This design comes from an exercise in tuning for a short achievable clock period and few clock cycles per item on the open sky130 flow, not from production work. At most, simulation tests tie the RTL to the original design; equivalence was not proved. Only the layout flow was run in runs 1 and 3 to 5; the RTL was not checked for function there. No activity file was given, so power comes from the tool's default toggle rates.

--- flow/constraint.sdc ---
create_clock -name core_clock -period 7.0 [get_ports {clk}]
set_input_delay 1.4000 -clock core_clock [delete_from_list [all_inputs] [get_ports {clk}]]
set_output_delay 1.4000 -clock core_clock [all_outputs]
set_load 0.01 [all_outputs]
--- flow/config.mk ---
export PLATFORM = sky130hd
export DESIGN_NAME = iir_df1_biquad_axis
export DESIGN_NICKNAME = iir_df1_biquad_axis
export VERILOG_FILES = /design/flow/design.v
export SDC_FILE = /design/flow/constraint.sdc
export NUM_CORES = 4
export LEC_CHECK = 0
export ABC_CLOCK_PERIOD_IN_PS = 2500
export CAP_MARGIN = 20
export CORE_MARGIN = 2
export CORE_UTILIZATION = 40
export SETUP_SLACK_MARGIN = 4.5
export SLEW_MARGIN = 20
--- flow/design.v ---
package iir_df1_biquad_axis_pkg;
    localparam int unsigned acc_guard_bits = 3;
    typedef enum logic [1:0] {
        StIdle,
        StMul,
        StSum,
        StOut
    } state_e;
endpackage
import iir_df1_biquad_axis_pkg::*;
module iir_biquad_sat
#(
    parameter int unsigned acc_width    = 32,
    parameter int unsigned inout_width  = 16,
    parameter int unsigned scale_factor = 14
) (
    input  logic signed [acc_width-1:0]   acc,
    output logic signed [inout_width-1:0] y
);
    localparam int unsigned top = scale_factor + inout_width - 1;
    logic ovf;
    always_comb begin
        ovf = !((&acc[acc_width-1:top]) || !(|acc[acc_width-1:top]));
        if (ovf) begin
            y = {acc[acc_width-1], {(inout_width-1){~acc[acc_width-1]}}};
        end else begin
            y = acc[top:scale_factor];
        end
    end
endmodule
module iir_biquad_csa
#(
    parameter int unsigned w = 32
) (
    input  logic [w-1:0] a,
    input  logic [w-1:0] b,
    input  logic [w-1:0] c,
    output logic [w-1:0] s,
    output logic [w-1:0] co
);
    logic [w-1:0] maj;
    assign s   = a ^ b ^ c;
    assign maj = (a & b) | (a & c) | (b & c);
    assign co  = {maj[w-2:0], 1'b0};
endmodule
module iir_biquad_lut_a1 (
    input  logic [3:0]  b,
    input  logic        c,
    output logic [18:0] p
);
    always_comb begin
        p = '0;
        for (int i = 0; i < 32; i++) begin
            if ({c, b} == 5'(i)) p = 19'(31880 * ((i & 15) + (i >> 4)));
        end
    end
endmodule
module iir_biquad_lut_a2 (
    input  logic [3:0]  b,
    input  logic        c,
    output logic [17:0] p
);
    always_comb begin
        p = '0;
        for (int i = 0; i < 32; i++) begin
            if ({c, b} == 5'(i)) p = 18'(15531 * (16 - (i & 15) - (i >> 4)));
        end
    end
endmodule
module iir_biquad_lut_top
#(
    parameter int k = 31880
) (
    input  logic [1:0]  b,
    input  logic        c,
    output logic [15:0] p
);
    always_comb begin
        p = '0;
        for (int i = 0; i < 8; i++) begin
            if ({c, b} == 3'(i)) p = 16'(k * ((((i & 3) ^ 2) - 2) + (i >> 2)));
        end
    end
endmodule
import iir_df1_biquad_axis_pkg::*;
module iir_df1_biquad_axis
#(
    parameter int unsigned coeff_width  = 16,
    parameter int unsigned inout_width  = 16,
    parameter int unsigned scale_factor = 14,
    parameter int          a1_int_coeff = -31880,
    parameter int          a2_int_coeff = 15531,
    parameter int          bo_int_coeff = 167,
    parameter int          b1_int_coeff = -302,
    parameter int          b2_int_coeff = 167
) (
    input  logic                          clk,
    input  logic                          rst,
    input  logic                          s_axis_tvalid,
    input  logic signed [inout_width-1:0] s_axis_tdata,
    output logic                          m_axis_tready,
    output logic signed [inout_width-1:0] m_axis_tdata,
    output logic                          m_axis_tvalid
);
    localparam int unsigned aw = 32;
    localparam logic [aw-1:0] k_a2   = aw'(0) - aw'(15531 * 16 * 4369);
    localparam logic [aw-1:0] k_pos  = aw'(31880 * 32767);
    localparam logic [aw-1:0] k_neg  = aw'(0) - aw'(31880 * 32768);
    localparam logic [aw-1:0] kg_pos = aw'(0) - aw'(15531 * 32767) - k_a2;
    localparam logic [aw-1:0] kg_neg = aw'(15531 * 32768) - k_a2;
    logic ready_q;
    logic rst_q;     
    logic                          vin;
    logic signed [inout_width-1:0] xin;
    logic signed [inout_width-1:0] xh1, xh2;
    logic                          v1, v2, v3, v4, v5;
    logic signed [16:0]            a1;    
    logic signed [15:0]            b1;    
    logic [25:0]                   fs, fc;    
    logic [aw-1:0]                 f3k;   
    logic [aw-1:0]                 gs, gc;
    logic [17:0]                   lb;
    logic                          lc1, lc2, lc3, lc4, lcl, lc7;
    logic [6:0]                    ll;
    logic                          c14;         
    logic [17:0]                   y18;         
    logic signed [6:0]             u;           
    logic                          d0f, d1f, d1e, d2f, d2e, lo_c;
    logic                          y1p, y1n;    
    logic signed [15:0]            y1;          
    logic signed [15:0]            y2;          
    logic signed [inout_width-1:0] yo;
    logic                          vo;
    always_comb begin
        c14 = lcl | (lc7 & (&ll));
        y18 = lb + 18'(c14) + (18'(lc1) << 4) + (18'(lc2) << 8) + (18'(lc3) << 12)
            + (18'(lc4) << 16);
        u    = 7'(signed'(lb[17:16])) * 7'sd16 + 7'(lc4) * 7'sd16 + 7'(lb[15:12]) + 7'(lc3);
        d0f  = (&lb[3:0]) & c14;
        d1f  = (&lb[7:4]) & lc1;
        d1e  = ((&lb[7:4]) & ~lc1) | ((lb[7:4] == 4'd14) & lc1);
        d2f  = (&lb[11:8]) & lc2;
        d2e  = ((&lb[11:8]) & ~lc2) | ((lb[11:8] == 4'd14) & lc2);
        lo_c = d2f | (d2e & (d1f | (d1e & d0f)));
        y1p  = ((u >= 7'sd8) | ((u == 7'sd7) & lo_c)) & ~((u >= 7'sd32) | ((u == 7'sd31) & lo_c));
        y1n  = (u <= -7'sd10) | ((u == -7'sd9) & ~lo_c) | (u >= 7'sd32) | ((u == 7'sd31) & lo_c);
        if (y1p) begin
            y1 = 16'sh7fff;
        end else if (y1n) begin
            y1 = 16'sh8000;
        end else begin
            y1 = y18[15:0];
        end
    end
    logic [25:0] f_op [9];
    logic [25:0] f_s1, f_c1, f_s2, f_c2, f_s3, f_c3, f_s4, f_c4, f_s5, f_c5;
    logic [25:0] f_s6, f_c6, f_s7, f_c7;
    logic [25:0] ax, bx;
    logic [aw-1:0] fk_s, fk_c;
    always_comb begin
        ax      = 26'(a1);
        bx      = 26'(b1);
        f_op[0] = ax << 7;
        f_op[1] = ax << 5;
        f_op[2] = ax << 3;
        f_op[3] = ~ax;
        f_op[4] = ~(bx << 8);
        f_op[5] = ~(bx << 6);
        f_op[6] = bx << 4;
        f_op[7] = bx << 1;
        f_op[8] = 26'd3;
    end
    iir_biquad_csa #(.w(26)) u_f1 (.a(f_op[0]), .b(f_op[1]), .c(f_op[2]), .s(f_s1), .co(f_c1));
    iir_biquad_csa #(.w(26)) u_f2 (.a(f_op[3]), .b(f_op[4]), .c(f_op[5]), .s(f_s2), .co(f_c2));
    iir_biquad_csa #(.w(26)) u_f3 (.a(f_op[6]), .b(f_op[7]), .c(f_op[8]), .s(f_s3), .co(f_c3));
    iir_biquad_csa #(.w(26)) u_f4 (.a(f_s1), .b(f_c1), .c(f_s2), .s(f_s4), .co(f_c4));
    iir_biquad_csa #(.w(26)) u_f5 (.a(f_c2), .b(f_s3), .c(f_c3), .s(f_s5), .co(f_c5));
    iir_biquad_csa #(.w(26)) u_f6 (.a(f_s4), .b(f_c4), .c(f_s5), .s(f_s6), .co(f_c6));
    iir_biquad_csa #(.w(26)) u_f7 (.a(f_s6), .b(f_c6), .c(f_c5), .s(f_s7), .co(f_c7));
    logic [25:0] fsum;
    assign fsum = fs + fc;
    logic [17:0]   gd_b;
    logic          gd_c0, gd_c1, gd_c2, gd_c3, gd_c4;
    logic [17:0]   q0, q1, q2, q3;
    logic [15:0]   q4;
    logic [aw-1:0] g_op [6];
    logic [aw-1:0] g_s1, g_c1, g_s2, g_c2, g_s3, g_c3, g_s4, g_c4;
    logic          use_galt;
    always_comb begin
        if (v4) begin
            gd_b  = lb;
            gd_c0 = c14;
            gd_c1 = lc1;
            gd_c2 = lc2;
            gd_c3 = lc3;
            gd_c4 = lc4;
        end else begin
            gd_b  = 18'(y2);
            gd_c0 = 1'b0;
            gd_c1 = 1'b0;
            gd_c2 = 1'b0;
            gd_c3 = 1'b0;
            gd_c4 = 1'b0;
        end
        use_galt = v4 & (y1p | y1n);
    end
    iir_biquad_lut_a2 u_q0 (.b(gd_b[3:0]),   .c(gd_c0), .p(q0));
    iir_biquad_lut_a2 u_q1 (.b(gd_b[7:4]),   .c(gd_c1), .p(q1));
    iir_biquad_lut_a2 u_q2 (.b(gd_b[11:8]),  .c(gd_c2), .p(q2));
    iir_biquad_lut_a2 u_q3 (.b(gd_b[15:12]), .c(gd_c3), .p(q3));
    iir_biquad_lut_top #(.k(-15531)) u_q4 (.b(gd_b[17:16]), .c(gd_c4), .p(q4));
    always_comb begin
        g_op[0] = aw'(q0);
        g_op[1] = aw'(q1) << 4;
        g_op[2] = aw'(q2) << 8;
        g_op[3] = aw'(q3) << 12;
        g_op[4] = aw'(q4) << 16;
        g_op[5] = f3k;
    end
    iir_biquad_csa #(.w(aw)) u_g1 (.a(g_op[0]), .b(g_op[1]), .c(g_op[2]), .s(g_s1), .co(g_c1));
    iir_biquad_csa #(.w(aw)) u_g2 (.a(g_op[3]), .b(g_op[4]), .c(g_op[5]), .s(g_s2), .co(g_c2));
    iir_biquad_csa #(.w(aw)) u_g3 (.a(g_s1), .b(g_c1), .c(g_s2), .s(g_s3), .co(g_c3));
    iir_biquad_csa #(.w(aw)) u_g4 (.a(g_s3), .b(g_c3), .c(g_c2), .s(g_s4), .co(g_c4));
    logic [18:0]   r0, r1, r2, r3;
    logic [15:0]   r4;
    logic [aw-1:0] l_op [4];
    logic [aw-1:0] l_s1, l_c1, l_s2, l_c2, l_s3, l_c3, l_s4, l_c4;
    logic [aw-1:0] satp_s, satp_c, satn_s, satn_c, alt_s, alt_c, t_s, t_c;
    logic          use_tree;
    iir_biquad_lut_a1 u_r0 (.b(lb[3:0]),   .c(1'b0), .p(r0));
    iir_biquad_lut_a1 u_r1 (.b(lb[7:4]),   .c(lc1),  .p(r1));
    iir_biquad_lut_a1 u_r2 (.b(lb[11:8]),  .c(lc2),  .p(r2));
    iir_biquad_lut_a1 u_r3 (.b(lb[15:12]), .c(lc3),  .p(r3));
    iir_biquad_lut_top #(.k(31880)) u_r4 (.b(lb[17:16]), .c(lc4), .p(r4));
    always_comb begin
        l_op[0] = aw'(r0) | (aw'(r4) << 16);
        l_op[1] = aw'(r1) << 4;
        l_op[2] = aw'(r2) << 8;
        l_op[3] = (aw'(r3) << 12) | (c14 ? aw'(31880) : aw'(0));
    end
    iir_biquad_csa #(.w(aw)) u_l1 (.a(l_op[0]), .b(l_op[1]), .c(l_op[2]), .s(l_s1), .co(l_c1));
    iir_biquad_csa #(.w(aw)) u_l2 (.a(l_op[3]), .b(gs), .c(gc), .s(l_s2), .co(l_c2));
    iir_biquad_csa #(.w(aw)) u_l3 (.a(l_s1), .b(l_c1), .c(l_s2), .s(l_s3), .co(l_c3));
    iir_biquad_csa #(.w(aw)) u_l4 (.a(l_s3), .b(l_c3), .c(l_c2), .s(l_s4), .co(l_c4));
    iir_biquad_csa #(.w(aw)) u_kp (.a(gs), .b(gc), .c(k_pos), .s(satp_s), .co(satp_c));
    iir_biquad_csa #(.w(aw)) u_kn (.a(gs), .b(gc), .c(k_neg), .s(satn_s), .co(satn_c));
    always_comb begin
        use_tree = v4 & ~(y1p | y1n);
        if (v4) begin
            alt_s = y1p ? satp_s : satn_s;
            alt_c = y1p ? satp_c : satn_c;
        end else if (rst_q) begin
            alt_s = '0;
            alt_c = '0;
        end else begin
            alt_s = {lb, ll, 7'b0};
            alt_c = {1'b0, lc4, 3'b0, lc3, 3'b0, lc2, 3'b0, lc1, 3'b0, lcl, 6'b0, lc7, 7'b0};
        end
        t_s = use_tree ? l_s4 : alt_s;
        t_c = use_tree ? l_c4 : alt_c;
    end
    logic [4:0] n0, n1, n2, n3;
    logic [2:0] n4;
    logic [7:0] nl;
    logic [7:0] nz;
    assign n0 = {1'b0, t_s[17:14]} + {1'b0, t_c[17:14]};
    assign n1 = {1'b0, t_s[21:18]} + {1'b0, t_c[21:18]};
    assign n2 = {1'b0, t_s[25:22]} + {1'b0, t_c[25:22]};
    assign n3 = {1'b0, t_s[29:26]} + {1'b0, t_c[29:26]};
    assign n4 = {1'b0, t_s[31:30]} + {1'b0, t_c[31:30]};
    assign nl = {1'b0, t_s[13:7]} + {1'b0, t_c[13:7]};
    assign nz = {1'b0, t_s[6:0]} + {1'b0, t_c[6:0]};
    always_ff @(posedge clk) begin
        ready_q <= ready_q | rst;
        rst_q   <= rst;
        vin <= s_axis_tvalid & ready_q & ~rst;
        xin <= s_axis_tdata;
        a1   <= 17'(xin) + 17'(xh2);
        b1   <= xh1;
        fs   <= f_s7;
        fc   <= f_c7;
        f3k  <= aw'(signed'(fsum)) + k_a2;
        gs   <= use_galt ? f3k : g_s4;
        gc   <= use_galt ? (y1p ? kg_pos : kg_neg) : g_c4;
        yo   <= y1;
        lb  <= {n4[1:0], n3[3:0], n2[3:0], n1[3:0], n0[3:0]};
        lc1 <= n0[4];
        lc2 <= n1[4];
        lc3 <= n2[4];
        lc4 <= n3[4];
        ll  <= nl[6:0];
        lcl <= nl[7];
        lc7 <= nz[7];
        if (rst_q) begin
            xh1 <= '0;
            xh2 <= '0;
            y2  <= '0;
        end else begin
            if (vin) begin
                xh1 <= xin;
                xh2 <= xh1;
            end
            if (v4) begin
                y2 <= y1;
            end
        end
        if (rst) begin
            v1 <= 1'b0;
            v2 <= 1'b0;
            v3 <= 1'b0;
            v4 <= 1'b0;
            v5 <= 1'b0;
            vo <= 1'b0;
        end else begin
            v1 <= vin;
            v2 <= v1;
            v3 <= v2;
            v4 <= v3;
            v5 <= v4;
            vo <= v5;
        end
    end
    assign m_axis_tready = ready_q;
    assign m_axis_tdata  = yo;
    assign m_axis_tvalid = vo;
endmodule
--- flow/run.sh ---
#!/bin/bash
# synth_recipe.tcl (not shown) runs the flow's synth.tcl, then flattens the netlist and writes it again
# the make line also repeats each setting of config.mk as NAME=value (left out here)
make -C /OpenROAD-flow-scripts/flow DESIGN_CONFIG=/design/flow/config.mk WORK_HOME=/design/flow/orfs CLKGATE_MAP_FILE= SYNTH_SCRIPT=/design/flow/synth_recipe.tcl finish
==> flow_metrics.tcl, run 1 <==
set metrics [dict create \
    status "no timing/DRC/antenna violations" \
    switching_power_w 0.00538 \
    cp.arrival_ns 4.32 \
    die-area_sq_mm 0.0618 \
    p_total_w 0.0125 \
    critPathLaunchType "flop" \
    wl_met3_mm 4.04 \
    vias 20756 \
    peakVddDrop_mv 0.312 \
    drc_errors 0 \
    synth_seq_area_share 0.248 \
    p_per_area_mw_per_mm2 373 \
    fin_nets 3544 \
    yosysTopAreaCellShare 0.248 \
    nFillCells 4777 \
    max_freq_mhz 258 \
    synth_seq_cells 297 \
    relSlewSlack 0.335 \
    synth_area_sq_mm 0.0239 \
    antenna_cells 0 \
    routed_wl_mm 75.1 \
    cts_num_sinks 297 \
    comb_power_share 0.631 \
    multi_input_area_sq_mm 0.0194 \
    clk_pin_slew_ns 0.06 \
    initial_core_util 0.405 \
    internal-power_w 0.00717 \
    layout_commonest_cell "inv_1" \
    clockPowerShare 0.164 \
    ant_nets 0 \
    cts_tree "built" \
    grt_pass1_wl_mm 115 \
    syn-mean-instance-area_sq_um 8.83 \
    grt_max_degree 51 \
    swShare 0.428 \
    hold_slack_ns 0.337 \
    end_kind "flop" \
    syn_to_final_growth_pct 40.5 \
    async_reset_ff_frac 0 \
    finClkSkew_ns 0.0267 \
    power.share.sequential 0.204 \
    met1_length_mm 29.3 \
    synth_nets 3204 \
    wl_per_cell_microns 19.5 \
    rsz0062_at_grt "yes" \
    seq_area_sq_mm 0.00615 \
    setup_tns_ns 0 \
    crit_fanout 4 \
    final_util 0.569 \
    final_cell_mix "inv_1 (296), buf_4 (255), dfxtp_1 (225), nand2_1 (219)" \
    synth_edf_count 0 \
    cts-buffers-inserted 37 \
    pre_cts_slack_ns 2.39 \
    gp_congestion 0.876 \
    crit_type "flop to flop" \
    yosys_warnings 11 \
    rows 89 \
    fp.dieW_microns 249 \
    critPathRequiredTime_ns 7.45 \
    worst_slack_ns 3.13 \
    grt_usage 0.233 \
    first_pass_iters 19 \
    top_layer "met4" \
    clockBufferDepth 3 \
    drive_gt1_frac 0.382 \
    cts_max_level 2 \
    p_leak_nw 14.8 \
    root_buffer "clkbuf_16" \
    synth_area_leaders "dfxtp_1 (25%), fa_1 (21%), ha_1 (12%)" \
    final-hold-violation-count 0 \
    grt_overflow_total 0 \
    drv_slew 0 \
    yosysTopAreaCell "dfxtp_1" \
    dp_hpwl_mm 48.1 \
    synthDistinctLibCells 91 \
    portBuffers 36 \
    pin_count 37 \
    core_region_area_sq_mm 0.0591 \
    drt_iter0_drc 1555 \
    die_y_microns 249 \
    synth-main-ff-cell "dfxtp_1" \
    timing.final.crit_period_ns 3.87 \
    min_path_type "flop to flop" \
    via_per_inst 5.39 \
    insertion_delay_ns 0.57 \
    worst_pin_slew_ns 0.998 \
    setup_violations 0 \
    finalCritPeriodShare 0.554 \
    wl_met2_mm 37.6 \
    cap_violations 0 \
    antenna_found_initial 0 \
    synthCells 2712 \
    grt_pass1_vias 21129 \
]
[final cells by class]
| cell class | instances | area share |
|---|---|---|
| Timing Repair Buffer | 422 | 0.127 |
| Clock inverter | 16 | 0.00822 |
| Multi-Input combinational cell | 1918 | 0.577 |
| Sequential cell | 297 | 0.183 |
| Inverter | 375 | 0.0443 |
| Timing Repair inverter | 1 | 0.000260 |
| Clock buffer | 49 | 0.0313 |
| Tap cell | 773 | 0.0288 |
[worst paths after layout]
check	end	startpoint	slack, ns	depth (start not counted)
setup reg to reg	lcl	lc3	3.13	19
hold reg to reg	f3k[0]	fs[0]	0.34	0
setup / recovery	lcl	lc3	3.13	19
hold / removal	f3k[0]	fs[0]	0.34	0
[what timing repair did]
action	in CTS	in global routing
resized for setup	714	231
endpoints found under the setup margin	203	189
cloned	18	4
setup buffers	294	64
hold buffers	0	0
pin swaps	280	174
[per-stage QoR]
step                cell area, sq um  instances
finish                         33600       3851
global route                   33600       3851
CTS                            32200       3783
detailed placement             25800       3406
global placement               25800       3406
floorplan                      25400       2712
[cells in the mapped netlist (37+ instances only)]
cell / instances
fa_1: 246
mux2i_1: 40
nand2_1: 294
inv_1: 375
nand3_1: 37
clkbuf_1: 100
a21oi_1: 134
xnor2_1: 112
ha_1: 227
dfxtp_1: 297
a211oi_1: 39
o21ai_0: 146
nor2_1: 249
[power by group through the flow]
stage	Combinational, W	Clock (W)	Sequential, W
2_1_floorplan	0.00459	0	0.00243
3_3_place_gp	0.00585	0	0.00260
3_5_place_dp	0.00598	0	0.00260
4_1_cts	0.00747	0.00210	0.00255
5_1_grt	0.00877	0.00218	0.00260
6_report	0.00792	0.00206	0.00257
[metal layers]
metal	GRT usage	vias to the layer above
li1	-	9556
met5	0	-
met2	0.423	762
met1	0.281	10195
met3	0.0240	243
met4	0.0975	0
[cell families (layout without fill, tap and decap cells)]
kind of cell,after synthesis,count (layout),share of synthesized area
compound gates,508,509,0.138
simple gates,736,740,0.134
xor+xnor,149,149,0.0554
fa+ha+maj,474,474,0.325
flops,297,297,0.248
buf+inv,502,863,0.0798
mux,46,46,0.0195
[worst max-delay path, stage by stage, from the launching register on]
cell and delay (ns):
dfxtp_4 0.37, ha_4 0.17, ha_4 0.27, nand3_4 0.07
or4_4 0.54, buf_4 0.17, o21ai_4 0.23, and2_4 0.26
buf_8 0.12, xnor2_1 0.10, o21ai_1 0.07, a22o_1 0.20
ha_1 0.28, a21o_1 0.19, a21oi_2 0.16, o21bai_1 0.11
a21oi_2 0.17, nor2b_1 0.07, o21ai_1 0.13, nand2b_1 0.07
[state kept, by name, summed over array words and instances (netlist names), 7 cells and up]
signal,count
a1,17
f3k,31
gc,31
xin,16
fs,26
lb,18
y2,16
b1,16
fc,24
gs,32
ll,7
xh1,16
xh2,16
yo,16
==> run 2, diff against run 1 <==
--- a/flow/design.v
+++ b/flow/design.v
@@ -125,7 +125,9 @@
     logic                          c14;         
     logic [17:0]                   y18;         
     logic signed [6:0]             u;           
-    logic                          d0f, d1f, d1e, d2f, d2e, lo_c;
+    logic                          d1f, d1e, d2f, d2e, lo_f, lo_p, lo_c;
+    logic                          u_a8, u_b10, u_e7, u_em9, u_pos, u_e31;
+    logic                          y1s;         
     logic                          y1p, y1n;    
     logic signed [15:0]            y1;          
     logic signed [15:0]            y2;          
@@ -136,14 +138,22 @@
         y18 = lb + 18'(c14) + (18'(lc1) << 4) + (18'(lc2) << 8) + (18'(lc3) << 12)
             + (18'(lc4) << 16);
         u    = 7'(signed'(lb[17:16])) * 7'sd16 + 7'(lc4) * 7'sd16 + 7'(lb[15:12]) + 7'(lc3);
-        d0f  = (&lb[3:0]) & c14;
         d1f  = (&lb[7:4]) & lc1;
         d1e  = ((&lb[7:4]) & ~lc1) | ((lb[7:4] == 4'd14) & lc1);
         d2f  = (&lb[11:8]) & lc2;
         d2e  = ((&lb[11:8]) & ~lc2) | ((lb[11:8] == 4'd14) & lc2);
-        lo_c = d2f | (d2e & (d1f | (d1e & d0f)));
-        y1p  = ((u >= 7'sd8) | ((u == 7'sd7) & lo_c)) & ~((u >= 7'sd32) | ((u == 7'sd31) & lo_c));
-        y1n  = (u <= -7'sd10) | ((u == -7'sd9) & ~lo_c) | (u >= 7'sd32) | ((u == 7'sd31) & lo_c);
+        lo_f = d2f | (d2e & d1f);
+        lo_p = d2e & d1e & (&lb[3:0]);
+        lo_c = lo_f | (lo_p & c14);
+        u_a8  = u >= 7'sd8;
+        u_b10 = u <= -7'sd10;
+        u_e7  = u == 7'sd7;
+        u_em9 = u == -7'sd9;
+        u_pos = (u >= 7'sd7) & (u <= 7'sd30);
+        u_e31 = u == 7'sd31;
+        y1s   = u_a8 | u_b10 | (lo_c ? u_e7 : u_em9);
+        y1p   = y1s & (u_pos | (u_e31 & ~lo_c));
+        y1n   = y1s & ~(u_pos | (u_e31 & ~lo_c));
         if (y1p) begin
             y1 = 16'sh7fff;
         end else if (y1n) begin
@@ -202,7 +212,7 @@
             gd_c3 = 1'b0;
             gd_c4 = 1'b0;
         end
-        use_galt = v4 & (y1p | y1n);
+        use_galt = v4 & y1s;
     end
     iir_biquad_lut_a2 u_q0 (.b(gd_b[3:0]),   .c(gd_c0), .p(q0));
     iir_biquad_lut_a2 u_q1 (.b(gd_b[7:4]),   .c(gd_c1), .p(q1));
@@ -245,7 +255,7 @@
     iir_biquad_csa #(.w(aw)) u_kp (.a(gs), .b(gc), .c(k_pos), .s(satp_s), .co(satp_c));
     iir_biquad_csa #(.w(aw)) u_kn (.a(gs), .b(gc), .c(k_neg), .s(satn_s), .co(satn_c));
     always_comb begin
-        use_tree = v4 & ~(y1p | y1n);
+        use_tree = v4 & ~y1s;
         if (v4) begin
             alt_s = y1p ? satp_s : satn_s;
             alt_c = y1p ? satp_c : satn_c;
==> run 2 against run 1 <==
Still clean on timing, DRC and antenna; via count is 0.48% lower; register-to-register slack better by 0.07 ns; synthesized area is essentially flat; sequential power down 3%; non-clock buffer count decreased by 47; global-route usage is 0.35 points higher; core utilization shrank 1.4 points; design area shrank 2.4%; hold slack improved by 0.0057 ns; fmax increased by 1.8%; combinational power fell by 9.6%; critical endpoint is now lc2; largest power group unchanged; highest routed layer unchanged.
==> flow_metrics.tcl, run 2 <==
set metrics [dict create \
    status "no timing/DRC/antenna violations" \
    synth_nets 3245 \
    synth_edf_count 0 \
    yosys_warnings 11 \
    cts-buffers-inserted 38 \
    cts_tree "built" \
    portBuffers 36 \
    power.share.sequential 0.215 \
    min_path_type "flop to flop" \
    cp.arrival_ns 4.32 \
    fin_nets 3544 \
    worstPathCellList "clkinvlp_4, buf_4, a21oi_4, nor2_4, xor2_2, fa_1, fa_2, fa_1, o21ai_2, a22o_1, ha_2, inv_2, fa_2, nor2b_1, o21ai_1, nand2b_1" \
    timing.final.crit_period_ns 3.81 \
    synth_area_sq_mm 0.0239 \
    clockBufferDepth 3 \
    comb_power_share 0.613 \
    async_reset_ff_frac 0 \
    clk_pin_slew_ns 0.06 \
    finClkSkew_ns 0.0264 \
    end_kind "flop" \
    antenna_cells 0 \
    synth_commonest_cells "inv_1 (390), nand2_1 (329), dfxtp_1 (297), fa_1 (246), ha_1 (227)" \
    final_cell_mix "inv_1 (324), nand2_1 (250), dfxtp_1 (230), buf_4 (214), ha_1 (195)" \
    top_register "gs" \
    largest_register_ffs 32 \
    crit_type "flop to flop" \
    drc_errors 0 \
    drive_gt1_frac 0.345 \
    fp.dieW_microns 249 \
    synth-main-ff-cell "dfxtp_1" \
    grt_usage 0.237 \
    vias 20657 \
    grt_pass1_wl_mm 117 \
    wl_per_cell_microns 19.7 \
    core_region_area_sq_mm 0.0591 \
    gp_congestion 0.890 \
    ant_nets 0 \
    grt_max_degree 51 \
    via_per_inst 5.36 \
    p_leak_nw 14.7 \
    rows 89 \
    p_per_area_mw_per_mm2 355 \
    finalCritPeriodShare 0.544 \
    critPathMaxStageDelay_ns 0.49 \
    critPathRequiredTime_ns 7.51 \
    drt_iter0_drc 1316 \
    clockPowerShare 0.172 \
    cts_hold_buf 0 \
    layout_commonest_cell "inv_1" \
    die-area_sq_mm 0.0618 \
    cts_num_sinks 297 \
    synth_seq_cells 297 \
    pin_count 37 \
    swShare 0.425 \
    cts_max_level 2 \
    initial_core_util 0.405 \
    setup_violations 0 \
    synth_seq_area_share 0.248 \
    first_pass_iters 7 \
    cap_violations 0 \
    syn_to_final_growth_pct 37.2 \
    yosysTopAreaCell "dfxtp_1" \
    nFillCells 5026 \
    synth_most_common_cell "inv_1" \
    critPathLaunchType "flop" \
    die_y_microns 249 \
    rsz0062_at_grt "yes" \
    cp_slowest_cell "fa_1" \
    worst_pin_slew_ns 1.04 \
    synthDistinctLibCells 84 \
    synth_area_leaders "dfxtp_1 (25%), fa_1 (21%), ha_1 (12%)" \
    antenna_found_initial 0 \
    synthCells 2753 \
    peakVddDrop_mv 0.244 \
    max_freq_mhz 263 \
    routed_wl_mm 76.0 \
    largestRegisters "gs: 32 flops, f3k: 31 flops, gc: 31 flops" \
    internal-power_w 0.00671 \
    switching_power_w 0.00496 \
    insertion_delay_ns 0.57 \
    dp_hpwl_mm 48.4 \
    final-hold-violation-count 0 \
    p_total_w 0.0117 \
    syn-mean-instance-area_sq_um 8.69 \
    setup_tns_ns 0 \
    yosysTopAreaCellShare 0.248 \
    drv_slew 0 \
    crit_fanout 6 \
    grt_overflow_total 0 \
    root_buffer "clkbuf_16" \
    grt_pass1_vias 21323 \
    relSlewSlack 0.307 \
]
-- run 2: cell count changes after synthesis, moves of 15 or more --
cell / previous run / this run
nor2_1: 249 / 222
a211oi_1: 39 / 24
inv_1: 375 / 390
nand2_1: 294 / 329
a21oi_1: 134 / 167
o21ai_0: 146 / 130
-- run 2: final timing paths --
check / start / end / slack (ns) / cells past startpoint
min: fs[0] / f3k[0] / 0.34 / 0
min reg2reg: fs[0] / f3k[0] / 0.34 / 0
max: lc1 / lc2 / 3.19 / 16
max reg2reg: lc1 / lc2 / 3.19 / 16
-- run 2: per-stage QoR --
| step | util | cell area, sq um | setup slack (ns) | std cells | hold WS, ns |
|---|---|---|---|---|---|
| detailed placement | 0.435 | 25700 | 2.18 | 3444 | 0.329 |
| global placement | 0.435 | 25700 | 2.30 | 3444 | 0.321 |
| CTS | 0.527 | 31200 | 3.33 | 3766 | 0.345 |
| global route | 0.555 | 32800 | 3.08 | 3853 | 0.355 |
| floorplan | - | 25200 | 3.41 | 2753 | 0.310 |
| finish | 0.555 | 32800 | 3.19 | 3853 | 0.343 |
-- run 2: logic make-up (layout without fill, tap and decap cells) --
family,count (synthesis),after routing,synth area share
muxes,46,46,0.0195
DFF,297,297,0.248
and+or+nand+nor,744,749,0.134
adders and majority gates,474,474,0.325
buffers and inverters,522,842,0.0830
AOI/OAI and AO/OA,523,525,0.136
xor gates and xnor gates,147,147,0.0538
-- run 2: area by class of cell --
type	count	area [sq um]	area share
flip-flops and latches	297	6110	0.186
clock buffers	51	1050	0.0320
clock inverters	17	238	0.00724
inverters	393	1560	0.0476
repair inverters	6	72.6	0.00221
repair buffers	375	3810	0.116
well taps	773	967	0.0295
multi-input cells	1941	19000	0.579
-- run 2: timing repair --
action | in CTS | in global routing
buffers inserted | 232 | 84
hold endpoints to repair | 0 | 0
gates resized for setup | 607 | 230
setup endpoints to repair | 203 | 181
cloned | 22 | 3
pin swaps | 201 | 163
-- run 2: worst max-delay path: cells and delay by family (launching register included) --
| kind | cells | cell delay [ns] |
|---|---|---|
| buf+inv | 3 | 0.34 |
| compound gates | 4 | 0.63 |
| xor+xnor | 1 | 0.25 |
| simple gates | 3 | 0.28 |
| flops | 1 | 0.40 |
| fa+ha+maj | 5 | 1.84 |
-- run 2: routing by layer --
layer  share of wire  global-route usage  vias up
li1                -                   -     9548
met1            0.41               0.299    10080
met2            0.47               0.398      768
met3           0.067              0.0372      261
met4           0.057               0.110        0
met5               0                   0        -
-- run 2: power groups by stage --
stage | logic, W | registers, W | clock network [W]
floorplan | 0.00457 | 0.00241 | 0
global placement | 0.00562 | 0.00255 | 0
detailed placement | 0.00575 | 0.00256 | 0
CTS | 0.00653 | 0.00250 | 0.00205
global route | 0.00804 | 0.00255 | 0.00212
finish | 0.00716 | 0.00250 | 0.00201
Testbench counts of run 2, summed over its fixed seeds: cycles 24,056, items 24,000.
==> run 3, diff against run 2 <==
--- a/flow/design.v
+++ b/flow/design.v
@@ -48,11 +48,17 @@
     input  logic        c,
     output logic [18:0] p
 );
+    logic [18:0] p0, p1;
     always_comb begin
-        p = '0;
-        for (int i = 0; i < 32; i++) begin
-            if ({c, b} == 5'(i)) p = 19'(31880 * ((i & 15) + (i >> 4)));
+        p0 = '0;
+        p1 = '0;
+        for (int i = 0; i < 16; i++) begin
+            if (b == 4'(i)) begin
+                p0 = 19'(31880 * i);
+                p1 = 19'(31880 * (i + 1));
+            end
         end
+        p = c ? p1 : p0;
     end
 endmodule
 module iir_biquad_lut_a2 (
@@ -266,8 +272,8 @@
             alt_s = {lb, ll, 7'b0};
             alt_c = {1'b0, lc4, 3'b0, lc3, 3'b0, lc2, 3'b0, lc1, 3'b0, lcl, 6'b0, lc7, 7'b0};
         end
-        t_s = use_tree ? l_s4 : alt_s;
-        t_c = use_tree ? l_c4 : alt_c;
+        t_s = (l_s4 & {aw{use_tree}}) | (alt_s & {aw{~use_tree}});
+        t_c = (l_c4 & {aw{use_tree}}) | (alt_c & {aw{~use_tree}});
     end
     logic [4:0] n0, n1, n2, n3;
     logic [2:0] n4;
==> run 3 against run 2 <==
Still clean on timing, DRC and antenna; design area decreased by 0.36%; synthesized cell count increased by 0.44%; sequential cell count unchanged; non-clock buffer count decreased by 21; clock power about the same; wire length decreased by 1.8%; combinational power increased by 3.5%; hold slack got worse by 0.017 ns; critical path depth increased by 3; clock skew decreased by 0.0035 ns; sequential share of layout area decreased by 0.063 points; critical path type unchanged.
==> flow_metrics.tcl, run 3 <==
set metrics [dict create \
    pre_cts_slack_ns 2.13 \
    met1_length_mm 29.3 \
    drc_errors 0 \
    synth_edf_count 0 \
    synth_nets 3263 \
    grt_max_degree 37 \
    largest_register_ffs 32 \
    synth_area_leaders "dfxtp_1 (25%), fa_1 (21%), ha_1 (12%)" \
    largestRegisters "gs: 32 flops, f3k: 31 flops, gc: 31 flops" \
    grt_pass1_vias 20749 \
    cts_max_level 2 \
    final_cell_mix "inv_1 (319), nand2_1 (244), dfxtp_1 (236), fa_1 (193), ha_1 (193)" \
    cts_num_sinks 297 \
    min_path_type "flop to flop" \
    critPathRequiredTime_ns 7.50 \
    drt_iter0_drc 1231 \
    p_per_area_mw_per_mm2 365 \
    synth_seq_area_share 0.248 \
    die-area_sq_mm 0.0620 \
    pin_count 37 \
    first_pass_iters 5 \
    cp_slowest_cell "fa_1" \
    fin_area_sq_mm 0.0327 \
    end_kind "flop" \
    yosysTopAreaCell "dfxtp_1" \
    synth_seq_cells 297 \
    worst_pin_slew_ns 0.964 \
    finalCritPeriodShare 0.602 \
    cap_violations 0 \
    critPathMaxStageDelay_ns 0.51 \
    gp_congestion 0.900 \
    final_util 0.552 \
    portBuffers 36 \
    peakVddDrop_mv 0.278 \
    setup_violations 0 \
    grt_overflow_total 0 \
    critPathLaunchType "flop" \
    core_region_area_sq_mm 0.0592 \
    cts_tree "built" \
    antenna_found_initial 0 \
    timing.final.crit_period_ns 4.21 \
    async_reset_ff_frac 0 \
    drive_gt1_frac 0.336 \
    yosysTopAreaCellShare 0.248 \
    clockBufferDepth 3 \
    vias 20562 \
    rows 89 \
    drv_slew 0 \
    synthDistinctLibCells 73 \
    syn_to_final_growth_pct 36.2 \
    setup_tns_ns 0 \
    placed_area_sq_mm 0.0256 \
    synth-main-ff-cell "dfxtp_1" \
    crit_fanout 7 \
    yosys_warnings 11 \
    synth_most_common_cell "inv_1" \
    via_per_inst 5.35 \
    die_y_microns 249 \
    p_total_w 0.0120 \
    final-hold-violation-count 0 \
    antenna_cells 0 \
    clk_pin_slew_ns 0.06 \
    dp_hpwl_mm 46.9 \
    syn-mean-instance-area_sq_um 8.69 \
    crit_type "flop to flop" \
    crit_buf_inv 3 \
    wl_met2_mm 35.9 \
    wl_per_cell_microns 19.4 \
    status "no timing/DRC/antenna violations" \
    ant_nets 0 \
    top_register "gs" \
    synth_commonest_cells "inv_1 (376), nand2_1 (330), dfxtp_1 (297), fa_1 (247), ha_1 (232)" \
    finClkSkew_ns 0.0229 \
    initial_core_util 0.406 \
    max_freq_mhz 237 \
    layout_commonest_cell "inv_1" \
    crit_family "adder cells" \
    synth_area_sq_mm 0.0240 \
    top_layer "met4" \
    routed_wl_mm 74.6 \
    fp.dieW_microns 249 \
    grt_usage 0.232 \
    rsz0062_at_grt "yes" \
    wl_met3_mm 4.57 \
    root_buffer "clkbuf_16" \
    fin_nets 3539 \
    relSlewSlack 0.357 \
    grt_pass1_wl_mm 114 \
    cp.arrival_ns 4.72 \
    synthCells 2765 \
    insertion_delay_ns 0.57 \
    cts-buffers-inserted 37 \
    worst_slack_ns 2.79 \
    p_leak_nw 14.5 \
    worstPathCellList "ha_4, inv_4, o21ai_1, o21ai_1, a211o_1, a21o_1, a22oi_2, fa_1, fa_1, inv_1, fa_1, nor2_1, a21oi_1, a22o_1, inv_2, fa_2, nor2b_1, o21ai_1, nand2b_1" \
]
[run 3: what timing repair did]
action | 4_1_cts | 5_1_grt
gates cloned | 23 | 4
setup buffers | 226 | 70
hold buffers | 0 | 0
pin swaps | 184 | 139
setup endpoints to repair | 200 | 182
gates resized for setup | 604 | 241
[run 3: final cells by class]
cell class | count | area, sq um
Tap cell | 773 | 967
Inverter | 380 | 1500
Timing Repair inverter | 2 | 25.0
Sequential cell | 297 | 6070
Timing Repair Buffer | 354 | 3740
Fill cell | 5103 | 26500
Multi-Input combinational cell | 1969 | 19100
Clock inverter | 15 | 198
Clock buffer | 51 | 1070
[run 3: routing by layer]
layer,vias up,global-route usage
li1,9561,-
met1,10047,0.277
met2,720,0.398
met4,0,0.136
met5,-,0
met3,234,0.0353
[run 3: kinds of logic (layout without fill, tap and decap cells)]
| logic type | Yosys count | after routing | synth area share |
|---|---|---|---|
| AO/OA/AOI/OAI | 535 | 537 | 0.135 |
| XOR/XNOR | 140 | 140 | 0.0510 |
| adder cells (fa/ha/maj) | 479 | 479 | 0.327 |
| buffers and inverters | 514 | 802 | 0.0812 |
| flip-flops | 297 | 297 | 0.247 |
| multiplexers | 63 | 63 | 0.0270 |
| AND/OR/NAND/NOR | 737 | 750 | 0.132 |
[run 3: stage by stage]
step / hold WS (ns) / cells
4_1_cts: 0.326 / 3767
3_3_place_gp: 0.316 / 3452
5_1_grt: 0.339 / 3841
2_1_floorplan: 0.310 / 2765
6_report: 0.325 / 3841
3_5_place_dp: 0.312 / 3452
[run 3: path summary, 6_finish.rpt]
kind         start     end  slack [ns]  cells after the start
min          fs[0]  f3k[0]        0.33                      0
min reg2reg  fs[0]  f3k[0]        0.33                      0
max          lb[9]     lc2        2.79                     19
max reg2reg  lb[9]     lc2        2.79                     19
[run 3: power by group]
part           switching, W  internal [W]  leakage [nW]
logic               0.00397       0.00344          11.4
clock network      0.000795       0.00119         0.622
registers          0.000342       0.00221          2.48
==> run 4, diff against run 3 <==
--- a/flow/design.v
+++ b/flow/design.v
@@ -48,17 +48,11 @@
     input  logic        c,
     output logic [18:0] p
 );
-    logic [18:0] p0, p1;
     always_comb begin
-        p0 = '0;
-        p1 = '0;
-        for (int i = 0; i < 16; i++) begin
-            if (b == 4'(i)) begin
-                p0 = 19'(31880 * i);
-                p1 = 19'(31880 * (i + 1));
-            end
+        p = '0;
+        for (int i = 0; i < 32; i++) begin
+            if ({c, b} == 5'(i)) p = 19'(31880 * ((i & 15) + (i >> 4)));
         end
-        p = c ? p1 : p0;
     end
 endmodule
 module iir_biquad_lut_a2 (
@@ -126,6 +120,8 @@
     logic [aw-1:0]                 f3k;   
     logic [aw-1:0]                 gs, gc;
     logic [17:0]                   lb;
+    logic [17:0]                   mb;          
+    logic                          mc1, mc2, mc3, mc4;    
     logic                          lc1, lc2, lc3, lc4, lcl, lc7;
     logic [6:0]                    ll;
     logic                          c14;         
@@ -243,11 +239,11 @@
     logic [aw-1:0] l_s1, l_c1, l_s2, l_c2, l_s3, l_c3, l_s4, l_c4;
     logic [aw-1:0] satp_s, satp_c, satn_s, satn_c, alt_s, alt_c, t_s, t_c;
     logic          use_tree;
-    iir_biquad_lut_a1 u_r0 (.b(lb[3:0]),   .c(1'b0), .p(r0));
-    iir_biquad_lut_a1 u_r1 (.b(lb[7:4]),   .c(lc1),  .p(r1));
-    iir_biquad_lut_a1 u_r2 (.b(lb[11:8]),  .c(lc2),  .p(r2));
-    iir_biquad_lut_a1 u_r3 (.b(lb[15:12]), .c(lc3),  .p(r3));
-    iir_biquad_lut_top #(.k(31880)) u_r4 (.b(lb[17:16]), .c(lc4), .p(r4));
+    iir_biquad_lut_a1 u_r0 (.b(~mb[3:0]),   .c(1'b0),  .p(r0));
+    iir_biquad_lut_a1 u_r1 (.b(~mb[7:4]),   .c(~mc1),  .p(r1));
+    iir_biquad_lut_a1 u_r2 (.b(~mb[11:8]),  .c(~mc2),  .p(r2));
+    iir_biquad_lut_a1 u_r3 (.b(~mb[15:12]), .c(~mc3),  .p(r3));
+    iir_biquad_lut_top #(.k(31880)) u_r4 (.b(~mb[17:16]), .c(~mc4), .p(r4));
     always_comb begin
         l_op[0] = aw'(r0) | (aw'(r4) << 16);
         l_op[1] = aw'(r1) << 4;
@@ -272,8 +268,8 @@
             alt_s = {lb, ll, 7'b0};
             alt_c = {1'b0, lc4, 3'b0, lc3, 3'b0, lc2, 3'b0, lc1, 3'b0, lcl, 6'b0, lc7, 7'b0};
         end
-        t_s = (l_s4 & {aw{use_tree}}) | (alt_s & {aw{~use_tree}});
-        t_c = (l_c4 & {aw{use_tree}}) | (alt_c & {aw{~use_tree}});
+        t_s = use_tree ? l_s4 : alt_s;
+        t_c = use_tree ? l_c4 : alt_c;
     end
     logic [4:0] n0, n1, n2, n3;
     logic [2:0] n4;
@@ -300,6 +296,11 @@
         gc   <= use_galt ? (y1p ? kg_pos : kg_neg) : g_c4;
         yo   <= y1;
         lb  <= {n4[1:0], n3[3:0], n2[3:0], n1[3:0], n0[3:0]};
+        mb  <= ~{n4[1:0], n3[3:0], n2[3:0], n1[3:0], n0[3:0]};
+        mc1 <= ~n0[4];
+        mc2 <= ~n1[4];
+        mc3 <= ~n2[4];
+        mc4 <= ~n3[4];
         lc1 <= n0[4];
         lc2 <= n1[4];
         lc3 <= n2[4];
==> run 4 against run 3 <==
Still clean; die area rose by 2.5%; non-clock buffer count rose by 26; global-route usage fell by 0.50 points; critical path type unchanged; largest cell class unchanged; largest power group unchanged; highest routed layer unchanged.
==> flow_metrics.tcl, run 4 <==
set metrics [dict create \
    setup_violations 0 \
    max_freq_mhz 256 \
    yosysTopAreaCellShare 0.259 \
    p_total_w 0.0124 \
    cp.arrival_ns 4.37 \
    syn_to_final_growth_pct 38.1 \
    grtUsageMet3 0.0290 \
    critPathRequiredTime_ns 7.47 \
    nFillCells 5086 \
    largestRegisters "gs: 32 flops, f3k: 31 flops, gc: 31 flops" \
    synth_commonest_cells "inv_1 (411), nand2_1 (320), dfxtp_1 (319), fa_1 (246), ha_1 (227)" \
    placed_area_sq_mm 0.0263 \
    drive_gt1_frac 0.366 \
    die-area_sq_mm 0.0636 \
    drv_slew 0 \
    routed_wl_mm 74.1 \
    cts-buffers-inserted 39 \
    clk_pin_slew_ns 0.06 \
    cap_violations 0 \
    synth_seq_area_share 0.259 \
    crit_type "flop to flop" \
    cts_max_level 2 \
    wl_per_cell_microns 19.0 \
    rows 90 \
    relSlewSlack 0.307 \
    synth_most_common_cell "inv_1" \
    synth_area_sq_mm 0.0246 \
    synthDistinctLibCells 71 \
    finClkSkew_ns 0.0232 \
    grt_max_degree 56 \
    peakVddDrop_mv 0.214 \
    gp_congestion 0.876 \
    layout_commonest_cell "inv_1" \
    vias 20747 \
    timing.final.crit_period_ns 3.90 \
    p_per_area_mw_per_mm2 365 \
    synth-main-ff-cell "dfxtp_1" \
    synth_area_leaders "dfxtp_1 (26%), fa_1 (20%), ha_1 (12%)" \
    yosys_warnings 11 \
    cts_num_sinks 319 \
    crit_fanout 5 \
    synth_compound_area_frac 0.139 \
    cts_tree "built" \
    synthMuxAreaShare 0.0215 \
    final_cells 3901 \
    fin_area_sq_mm 0.0340 \
    end_kind "flop" \
    synth_fa_ha_area_frac 0.316 \
    initial_core_util 0.407 \
    insertion_delay_ns 0.58 \
    synthCells 2784 \
    met2_usage 0.402 \
    critPathLaunchType "flop" \
    dp_hpwl_mm 48.0 \
    core_region_area_sq_mm 0.0606 \
    synth_edf_count 0 \
    use_met1 0.272 \
    drc_errors 0 \
    busiest_layer "met2" \
    async_reset_ff_frac 0 \
    ant_nets 0 \
    rsz0062_at_grt "yes" \
    final-hold-violation-count 0 \
    grt_pass1_wl_mm 115 \
    p_leak_nw 15.2 \
    worst_pin_slew_ns 1.04 \
    antenna_found_initial 0 \
    synth-simple-area-share 0.129 \
    synth_seq_cells 319 \
    final_cell_mix "inv_1 (332), nand2_1 (251), dfxtp_1 (239), buf_4 (224), fa_1 (185)" \
    synth_nets 3276 \
    grt_usage 0.227 \
    yosysTopAreaCell "dfxtp_1" \
    largest_register_ffs 32 \
    r2r_slack_ns 3.10 \
    syn-mean-instance-area_sq_um 8.85 \
    status "no timing/DRC/antenna violations" \
    fp.dieW_microns 252 \
    synth_top_family_by_area "adder cells" \
    synthXorXnorAreaFrac 0.0525 \
    first_pass_iters 5 \
    fin_nets 3584 \
    finalCritPeriodShare 0.558 \
    clockBufferDepth 3 \
    grt_pass1_vias 21466 \
    drt_iter0_drc 1346 \
    portBuffers 36 \
    pin_count 37 \
    cts_hold_buf 0 \
    min_path_type "flop to flop" \
    dp.cells 3487 \
    antenna_cells 0 \
    via_per_inst 5.32 \
    root_buffer "clkbuf_16" \
    grt_overflow_total 0 \
    die_y_microns 252 \
    top_register "gs" \
    setup_tns_ns 0 \
]
run 4: cell types whose count changed after synthesis, moves of 21 or more:
cell	before	now
xor2_1	29	60
nor2_1	230	194
inv_1	376	411
xnor2_1	111	85
dfxtp_1	297	319
a22o_1	5	26
o21ai_0	95	133
a21oi_1	175	146
o21ai_1	67	0
run 4: cells by family (layout without fill, tap and decap cells):
kind of cell / count (synthesis) / in the layout
xor gates and xnor gates: 146 / 146
adders and majority gates: 474 / 474
DFF: 319 / 319
muxes: 52 / 53
AOI/OAI and AO/OA: 535 / 535
buffers and inverters: 537 / 861
and+or+nand+nor: 721 / 731
run 4: layout make-up:
type | count | area, sq um | area share
Clock buffer | 51 | 1130 | 0.0333
Clock inverter | 17 | 205 | 0.00603
Inverter | 412 | 1620 | 0.0475
Multi-Input combinational cell | 1939 | 19700 | 0.578
Sequential cell | 319 | 6570 | 0.193
Tap cell | 782 | 978 | 0.0288
Timing Repair Buffer | 380 | 3840 | 0.113
Timing Repair inverter | 1 | 8.76 | 0.000257
run 4: worst max-delay path: stages (launching register included):
cell        delay (ns)
dfxtp_2           0.33
nand4_1           0.17
o21bai_4          0.22
clkinvlp_4        0.19
buf_4             0.17
buf_6             0.12
fa_1              0.47
fa_2              0.48
fa_1              0.48
o21ai_1           0.08
a22o_1            0.21
ha_4              0.17
fa_2              0.36
a21o_1            0.18
a21oi_2           0.13
inv_1             0.05
run 4: path summary, 6_finish.rpt:
check / start / endpoint / depth (start not counted)
setup / recovery: ll[2] / lc1 / 15
hold / removal: fs[1] / f3k[1] / 0
setup reg to reg: ll[2] / lc1 / 15
hold reg to reg: fs[1] / f3k[1] / 0
run 4: routing by layer:
layer  part of all wire  routed length (microns)
met1               0.40                    29300
met2               0.50                    36900
met3              0.049                     3650
met5                  0                        0
met4              0.056                     4180
run 4: report_power, final:
part,leakage (nW),switching [W],total (W),internal [W]
Sequential,2.66,0.000368,0.00273,0.00237
Clock,0.642,0.000841,0.00210,0.00126
Combinational,11.9,0.00409,0.00759,0.00350
Total,15.2,0.00530,0.0124,0.00712
run 4: repair_timing:
item                                    in CTS  in global routing
resized for setup                          691                296
cloned                                      22                  2
endpoints found under the setup margin     226                203
setup buffers                              236                 86
pin swaps                                  218                210
run 4: per-stage QoR:
| step | worst slack, ns | utilization | hold WS, ns |
|---|---|---|---|
| 4_1_cts | 3.21 | 0.530 | 0.332 |
| 6_report | 3.10 | 0.562 | 0.328 |
| 2_1_floorplan | 3.19 | - | 0.310 |
| 5_1_grt | 2.97 | 0.562 | 0.333 |
| 3_3_place_gp | 2.29 | 0.433 | 0.313 |
| 3_5_place_dp | 2.15 | 0.433 | 0.313 |
==> run 5, diff against run 4 <==
--- a/flow/design.v
+++ b/flow/design.v
@@ -121,10 +121,9 @@
     logic [aw-1:0]                 gs, gc;
     logic [17:0]                   lb;
     logic [17:0]                   mb;          
-    logic                          mc1, mc2, mc3, mc4;    
-    logic                          lc1, lc2, lc3, lc4, lcl, lc7;
-    logic [6:0]                    ll;
-    logic                          c14;         
+    logic                          mc1, mc2, mc3, mc4, mc14;    
+    logic                          lc1, lc2, lc3, lc4;
+    logic                          c14;
     logic [17:0]                   y18;         
     logic signed [6:0]             u;           
     logic                          d1f, d1e, d2f, d2e, lo_f, lo_p, lo_c;
@@ -136,7 +135,6 @@
     logic signed [inout_width-1:0] yo;
     logic                          vo;
     always_comb begin
-        c14 = lcl | (lc7 & (&ll));
         y18 = lb + 18'(c14) + (18'(lc1) << 4) + (18'(lc2) << 8) + (18'(lc3) << 12)
             + (18'(lc4) << 16);
         u    = 7'(signed'(lb[17:16])) * 7'sd16 + 7'(lc4) * 7'sd16 + 7'(lb[15:12]) + 7'(lc3);
@@ -248,7 +246,7 @@
         l_op[0] = aw'(r0) | (aw'(r4) << 16);
         l_op[1] = aw'(r1) << 4;
         l_op[2] = aw'(r2) << 8;
-        l_op[3] = (aw'(r3) << 12) | (c14 ? aw'(31880) : aw'(0));
+        l_op[3] = (aw'(r3) << 12) | (~mc14 ? aw'(31880) : aw'(0));
     end
     iir_biquad_csa #(.w(aw)) u_l1 (.a(l_op[0]), .b(l_op[1]), .c(l_op[2]), .s(l_s1), .co(l_c1));
     iir_biquad_csa #(.w(aw)) u_l2 (.a(l_op[3]), .b(gs), .c(gc), .s(l_s2), .co(l_c2));
@@ -265,23 +263,21 @@
             alt_s = '0;
             alt_c = '0;
         end else begin
-            alt_s = {lb, ll, 7'b0};
-            alt_c = {1'b0, lc4, 3'b0, lc3, 3'b0, lc2, 3'b0, lc1, 3'b0, lcl, 6'b0, lc7, 7'b0};
+            alt_s = {lb, 14'b0};
+            alt_c = {1'b0, lc4, 3'b0, lc3, 3'b0, lc2, 3'b0, lc1, 3'b0, c14, 14'b0};
         end
         t_s = use_tree ? l_s4 : alt_s;
         t_c = use_tree ? l_c4 : alt_c;
     end
     logic [4:0] n0, n1, n2, n3;
     logic [2:0] n4;
-    logic [7:0] nl;
-    logic [7:0] nz;
+    logic [14:0] nl;
     assign n0 = {1'b0, t_s[17:14]} + {1'b0, t_c[17:14]};
     assign n1 = {1'b0, t_s[21:18]} + {1'b0, t_c[21:18]};
     assign n2 = {1'b0, t_s[25:22]} + {1'b0, t_c[25:22]};
     assign n3 = {1'b0, t_s[29:26]} + {1'b0, t_c[29:26]};
     assign n4 = {1'b0, t_s[31:30]} + {1'b0, t_c[31:30]};
-    assign nl = {1'b0, t_s[13:7]} + {1'b0, t_c[13:7]};
-    assign nz = {1'b0, t_s[6:0]} + {1'b0, t_c[6:0]};
+    assign nl = {1'b0, t_s[13:0]} + {1'b0, t_c[13:0]};
     always_ff @(posedge clk) begin
         ready_q <= ready_q | rst;
         rst_q   <= rst;
@@ -296,18 +292,17 @@
         gc   <= use_galt ? (y1p ? kg_pos : kg_neg) : g_c4;
         yo   <= y1;
         lb  <= {n4[1:0], n3[3:0], n2[3:0], n1[3:0], n0[3:0]};
-        mb  <= ~{n4[1:0], n3[3:0], n2[3:0], n1[3:0], n0[3:0]};
-        mc1 <= ~n0[4];
-        mc2 <= ~n1[4];
-        mc3 <= ~n2[4];
-        mc4 <= ~n3[4];
         lc1 <= n0[4];
         lc2 <= n1[4];
         lc3 <= n2[4];
         lc4 <= n3[4];
-        ll  <= nl[6:0];
-        lcl <= nl[7];
-        lc7 <= nz[7];
+        c14 <= nl[14];
+        mb   <= ~{n4[1:0], n3[3:0], n2[3:0], n1[3:0], n0[3:0]};
+        mc1  <= ~n0[4];
+        mc2  <= ~n1[4];
+        mc3  <= ~n2[4];
+        mc4  <= ~n3[4];
+        mc14 <= ~nl[14];
         if (rst_q) begin
             xh1 <= '0;
             xh2 <= '0;
==> run 5 against run 4 <==
Still clean on timing, DRC and antenna; first-iteration DRC count is 0.59% higher; sequential power is 3% lower; setup slack better by 0.15 ns; synthesized cell count is 1.2% lower; clock skew is 0.0014 ns lower; hold slack worse by 0.0027 ns; critical path depth is 1 higher; wire length is 0.49% lower; synthesized area is 1.6% lower; clock-buffer cell count is 2 lower; final cell count is 0.21% lower.
==> flow_metrics.tcl, run 5 <==
set metrics [dict create \
    status "no timing/DRC/antenna violations" \
    final_cell_mix "inv_1 (345), dfxtp_1 (244), buf_4 (221), nor2_1 (197), ha_1 (194)" \
    setup_violations 0 \
    root_buffer "clkbuf_16" \
    final-hold-violation-count 0 \
    clockBufferDepth 3 \
    routed_wl_mm 73.8 \
    pin_count 37 \
    peakVddDrop_mv 0.233 \
    max_freq_mhz 266 \
    grt_usage 0.226 \
    die-area_sq_mm 0.0626 \
    largest_register_ffs 32 \
    crit_start "mb[14]" \
    cts_hold_buf 0 \
    grt_pass1_vias 21022 \
    dp_hpwl_mm 45.8 \
    cts_tree "built" \
    min_path_type "flop to flop" \
    cts_num_sinks 312 \
    yosysTopAreaCell "dfxtp_1" \
    finalCritPeriodShare 0.537 \
    top_register "gs" \
    end_kind "flop" \
    drt_iter0_drc 1354 \
    yosysTopAreaCellShare 0.258 \
    hold_slack_ns 0.325 \
    drv_slew 0 \
    synth_commonest_cells "inv_1 (409), dfxtp_1 (312), nand2_1 (269), nor2_1 (257), fa_1 (245)" \
    fp.dieW_microns 250 \
    largestRegisters "gs: 32 flops, f3k: 31 flops, gc: 31 flops" \
    grt_overflow_total 0 \
    rsz0062_at_grt "yes" \
    yosys_warnings 11 \
    layout_commonest_cell "inv_1" \
    crit_fanout 6 \
    drc_errors 0 \
    nFillCells 5006 \
    portBuffers 36 \
    ant_nets 0 \
    drive_gt1_frac 0.363 \
    pre_cts_slack_ns 2.29 \
    crit_type "flop to flop" \
    synth_area_sq_mm 0.0242 \
    synthDistinctLibCells 88 \
    first_pass_iters 7 \
    p_per_area_mw_per_mm2 356 \
    wl_per_cell_microns 18.9 \
    core_region_area_sq_mm 0.0601 \
    synth-main-ff-cell "dfxtp_1" \
    cp.arrival_ns 4.22 \
    worst_slack_ns 3.24 \
    die_y_microns 250 \
    clk_pin_slew_ns 0.06 \
    synthCells 2750 \
    p_total_w 0.0120 \
    timing.final.crit_period_ns 3.76 \
    insertion_delay_ns 0.59 \
    worst_pin_slew_ns 1.01 \
    synth_edf_count 0 \
    rows 90 \
    critPathLaunchType "flop" \
    synth_area_leaders "dfxtp_1 (26%), fa_1 (20%), ha_1 (12%)" \
    async_reset_ff_frac 0 \
    synth_most_common_cell "inv_1" \
    relSlewSlack 0.327 \
    fin_nets 3576 \
    finClkSkew_ns 0.0218 \
    min_from "fs[1]" \
    final_util 0.561 \
    setup_tns_ns 0 \
    cts_max_level 2 \
    rr_startpoint "mb[14]" \
    vias 20693 \
    initial_core_util 0.403 \
    synth_seq_area_share 0.258 \
    grt_pass1_wl_mm 113 \
    antenna_cells 0 \
    p_leak_nw 15.6 \
    syn_to_final_growth_pct 39.3 \
    syn-mean-instance-area_sq_um 8.81 \
    synth_seq_cells 312 \
    via_per_inst 5.32 \
    critPathRequiredTime_ns 7.46 \
    gp_congestion 0.877 \
    cts-buffers-inserted 39 \
    cap_violations 0 \
    antenna_found_initial 1 \
    grt_max_degree 51 \
    synth_nets 3243 \
]
run 5: cell types whose count changed after synthesis, sizes merged, moves of 18 or more:
cell    delta
nand2     -51
a21oi     +22
clkbuf    -26
nor2      +64
o21ai     +18
a22o      -18
run 5: final cells by class:
class	instances	area (sq um)	area share
inverters	413	1630	0.0484
clock buffers	49	1060	0.0315
clock inverters	20	324	0.00960
repair inverters	2	17.5	0.000519
well taps	782	978	0.0290
multi-input cells	1916	19200	0.570
repair buffers	399	4070	0.121
flip-flops and latches	312	6420	0.190
run 5: routing by layer:
metal	routed length, microns	vias up	track usage
met2	35900	752	0.391
met5	11	-	0
met3	4020	276	0.0299
met1	29400	10063	0.273
li1	-	9600	-
met4	4490	2	0.123
run 5: cells by family after synthesis:
| kind of cell | after synthesis | share of synthesized area |
|---|---|---|
| muxes | 53 | 0.0220 |
| xor gates and xnor gates | 140 | 0.0509 |
| and+or+nand+nor | 710 | 0.128 |
| DFF | 312 | 0.258 |
| AOI/OAI and AO/OA | 532 | 0.138 |
| buffers and inverters | 528 | 0.0826 |
| adders and majority gates | 475 | 0.321 |
run 5: worst max-delay path, stage by stage, from the launching register on:
cell and delay [ns]:
dfxtp_4 0.40, clkbuf_2 0.18, buf_4 0.13, nand3_1 0.08, a21oi_2 0.16, fa_1 0.43, inv_2 0.07, fa_1 0.43
fa_1 0.46, nand2_1 0.09, o21ai_2 0.06, a22o_1 0.22, ha_1 0.29, a21o_1 0.17, a21oi_2 0.18, xor2_2 0.21
inv_1 0.07
run 5: per-stage QoR:
stage | std cells | area, sq um
2_1_floorplan | 2750 | 25400
3_3_place_gp | 3465 | 26000
3_5_place_dp | 3465 | 26000
4_1_cts | 3797 | 31900
5_1_grt | 3893 | 33800
6_report | 3893 | 33800
run 5: worst paths after layout:
path / end / slack, ns / cells past startpoint
worst max-delay path: lb[15] / 3.24 / 16
worst max register to register: lb[15] / 3.24 / 16
worst min-delay path: f3k[1] / 0.32 / 0
worst min register to register: f3k[1] / 0.32 / 0
run 5: what timing repair did:
action                                  4_1_cts  5_1_grt
endpoints found under the setup margin      214      192
pin swaps                                   254      191
setup buffers                               235       95
gates cloned                                 28        1
resized for setup                           682      296
run 5: where the power goes:
| part | switching, W | internal [W] | total [W] |
|---|---|---|---|
| clock | 0.000848 | 0.00135 | 0.00220 |
| combinational | 0.00378 | 0.00338 | 0.00716 |
| sequential | 0.000353 | 0.00230 | 0.00265 |
| total | 0.00498 | 0.00703 | 0.0120 |
==> run 6, diff against run 5 <==
--- a/flow/design.v
+++ b/flow/design.v
@@ -120,8 +120,6 @@
     logic [aw-1:0]                 f3k;   
     logic [aw-1:0]                 gs, gc;
     logic [17:0]                   lb;
-    logic [17:0]                   mb;          
-    logic                          mc1, mc2, mc3, mc4, mc14;    
     logic                          lc1, lc2, lc3, lc4;
     logic                          c14;
     logic [17:0]                   y18;         
@@ -237,16 +235,16 @@
     logic [aw-1:0] l_s1, l_c1, l_s2, l_c2, l_s3, l_c3, l_s4, l_c4;
     logic [aw-1:0] satp_s, satp_c, satn_s, satn_c, alt_s, alt_c, t_s, t_c;
     logic          use_tree;
-    iir_biquad_lut_a1 u_r0 (.b(~mb[3:0]),   .c(1'b0),  .p(r0));
-    iir_biquad_lut_a1 u_r1 (.b(~mb[7:4]),   .c(~mc1),  .p(r1));
-    iir_biquad_lut_a1 u_r2 (.b(~mb[11:8]),  .c(~mc2),  .p(r2));
-    iir_biquad_lut_a1 u_r3 (.b(~mb[15:12]), .c(~mc3),  .p(r3));
-    iir_biquad_lut_top #(.k(31880)) u_r4 (.b(~mb[17:16]), .c(~mc4), .p(r4));
+    iir_biquad_lut_a1 u_r0 (.b(lb[3:0]),   .c(1'b0), .p(r0));
+    iir_biquad_lut_a1 u_r1 (.b(lb[7:4]),   .c(lc1),  .p(r1));
+    iir_biquad_lut_a1 u_r2 (.b(lb[11:8]),  .c(lc2),  .p(r2));
+    iir_biquad_lut_a1 u_r3 (.b(lb[15:12]), .c(lc3),  .p(r3));
+    iir_biquad_lut_top #(.k(31880)) u_r4 (.b(lb[17:16]), .c(lc4), .p(r4));
     always_comb begin
         l_op[0] = aw'(r0) | (aw'(r4) << 16);
         l_op[1] = aw'(r1) << 4;
         l_op[2] = aw'(r2) << 8;
-        l_op[3] = (aw'(r3) << 12) | (~mc14 ? aw'(31880) : aw'(0));
+        l_op[3] = (aw'(r3) << 12) | (c14 ? aw'(31880) : aw'(0));
     end
     iir_biquad_csa #(.w(aw)) u_l1 (.a(l_op[0]), .b(l_op[1]), .c(l_op[2]), .s(l_s1), .co(l_c1));
     iir_biquad_csa #(.w(aw)) u_l2 (.a(l_op[3]), .b(gs), .c(gc), .s(l_s2), .co(l_c2));
@@ -297,12 +295,6 @@
         lc3 <= n2[4];
         lc4 <= n3[4];
         c14 <= nl[14];
-        mb   <= ~{n4[1:0], n3[3:0], n2[3:0], n1[3:0], n0[3:0]};
-        mc1  <= ~n0[4];
-        mc2  <= ~n1[4];
-        mc3  <= ~n2[4];
-        mc4  <= ~n3[4];
-        mc14 <= ~nl[14];
         if (rst_q) begin
             xh1 <= '0;
             xh2 <= '0;
==> run 6 against run 5 <==
Still clean on timing, DRC and antenna; sequential cell count shrank 23; global-route usage down 0.39 points; sequential share of layout area down 0.47 points; synthesized area fell by 4.2%; register-to-register slack about the same; critical endpoint is now lc3.
==> flow_metrics.tcl, run 6 <==
set metrics [dict create \
    first_pass_iters 5 \
    relSlewSlack 0.323 \
    drt_iter0_drc 1232 \
    crit_fanout 5 \
    final-hold-violation-count 0 \
    end_kind "flop" \
    crit_family "adder cells" \
    synth-simple-area-share 0.128 \
    largestRegisters "gs: 32 flops, f3k: 31 flops, gc: 31 flops" \
    synth_seq_cells 289 \
    yosys_warnings 11 \
    die-area_sq_mm 0.0600 \
    finalCritPeriodShare 0.536 \
    finClkSkew_ns 0.0235 \
    status "no timing/DRC/antenna violations" \
    synthCells 2615 \
    peakVddDrop_mv 0.230 \
    fin_nets 3401 \
    drv_slew 0 \
    rows 88 \
    hold_slack_ns 0.330 \
    synth_nets 3108 \
    clk_pin_slew_ns 0.06 \
    initial_core_util 0.403 \
    dp_hpwl_mm 43.9 \
    cts-buffers-inserted 36 \
    grt_pass1_vias 19756 \
    setup_tns_ns 0 \
    ant_nets 0 \
    fp.dieW_microns 245 \
    root_buffer "clkbuf_16" \
    cp_slowest_cell "fa_2" \
    top_register "gs" \
    cts_tree "built" \
    wl_per_cell_microns 18.3 \
    synth_commonest_cells "inv_1 (360), dfxtp_1 (289), nor2_1 (272), nand2_1 (248), fa_1 (245)" \
    grt_max_degree 51 \
    synth_top_family_by_area "adder cells" \
    grt_usage 0.222 \
    crit_start "lc3" \
    portBuffers 36 \
    min_path_type "flop to flop" \
    yosysTopAreaCellShare 0.249 \
    syn-mean-instance-area_sq_um 8.88 \
    core_region_area_sq_mm 0.0576 \
    clockBufferDepth 3 \
    async_reset_ff_frac 0 \
    grt_pass1_wl_mm 106 \
    cts_num_sinks 289 \
]
## run 6: cell types whose count changed in the layout (fill, tap and decap cells not counted), sizes merged, moves of 11 or more
cell and delta:
buf -37, xor2 -15, dfxtp -23, inv -51, mux2i -11, nand2 -19
a21o +13, o21ai -21, xnor2 +14, nor2 +15
## run 6: metal layers
layer | routed length (microns) | GRT usage | vias up
met5 | 0 | 0 | -
met4 | 3280 | 0.0951 | 0
met3 | 3400 | 0.0264 | 205
met2 | 33400 | 0.388 | 660
met1 | 27700 | 0.277 | 9444
li1 | - | - | 9111
## run 6: final timing paths
kind,end,slack [ns],cells after the start
setup / recovery,lc3,3.25,16
hold / removal,f3k[0],0.33,0
setup reg to reg,lc3,3.25,16
hold reg to reg,f3k[0],0.33,0
## run 6: layout make-up
| type | instances | area [sq um] | share of cell area |
|---|---|---|---|
| well taps | 765 | 957 | 0.0299 |
| repair buffers | 357 | 3650 | 0.114 |
| flip-flops and latches | 289 | 5940 | 0.185 |
| inverters | 363 | 1440 | 0.0449 |
| clock inverters | 16 | 277 | 0.00863 |
| repair inverters | 2 | 12.5 | 0.000390 |
| diodes | 1 | 2.50 | 0.0000781 |
| clock buffers | 47 | 1060 | 0.0329 |
| multi-input cells | 1859 | 18700 | 0.584 |
## run 6: what timing repair did
item / 4_1_cts / 5_1_grt
endpoints found under the setup margin: 191 / 171
setup buffers: 227 / 72
gates cloned: 20 / 0
resized for setup: 561 / 294
pin swaps: 159 / 211
## run 6: stage by stage
stage,utilization,total power (W),instances,worst slack [ns],instance area (sq um)
2_1_floorplan,-,0.00664,2615,3.44,24400
3_3_place_gp,0.433,0.00775,3316,2.39,25000
3_5_place_dp,0.433,0.00785,3316,2.25,25000
4_1_cts,0.528,0.0109,3626,3.37,30400
5_1_grt,0.557,0.0125,3698,3.12,32100
6_report,0.557,0.0115,3699,3.25,32100
## run 6: cell families after synthesis
family,count (synthesis)
AO/OA/AOI/OAI,505
flip-flops,289
buffers and inverters,473
AND/OR/NAND/NOR,690
adder cells (fa/ha/maj),475
XOR/XNOR,139
multiplexers,44
## run 6: power breakdown
part           switching, W  total [W]  leakage, nW  internal, W
Clock              0.000778    0.00208        0.647      0.00130
Combinational       0.00369    0.00692         11.4      0.00323
Sequential         0.000317    0.00248         2.42      0.00217
Testbench counts of run 6, summed over its fixed seeds: cycles 24,056, items 24,000.

Re-timed with assumed drivers on the ports (clkbuf_16 on the clock, buf_2 on other inputs), run 6 has 3.246 ns of setup slack against 3.246 ns with ideal ports, and 3.246 ns once port delays also move by the mid clock arrival of 0.618 ns.
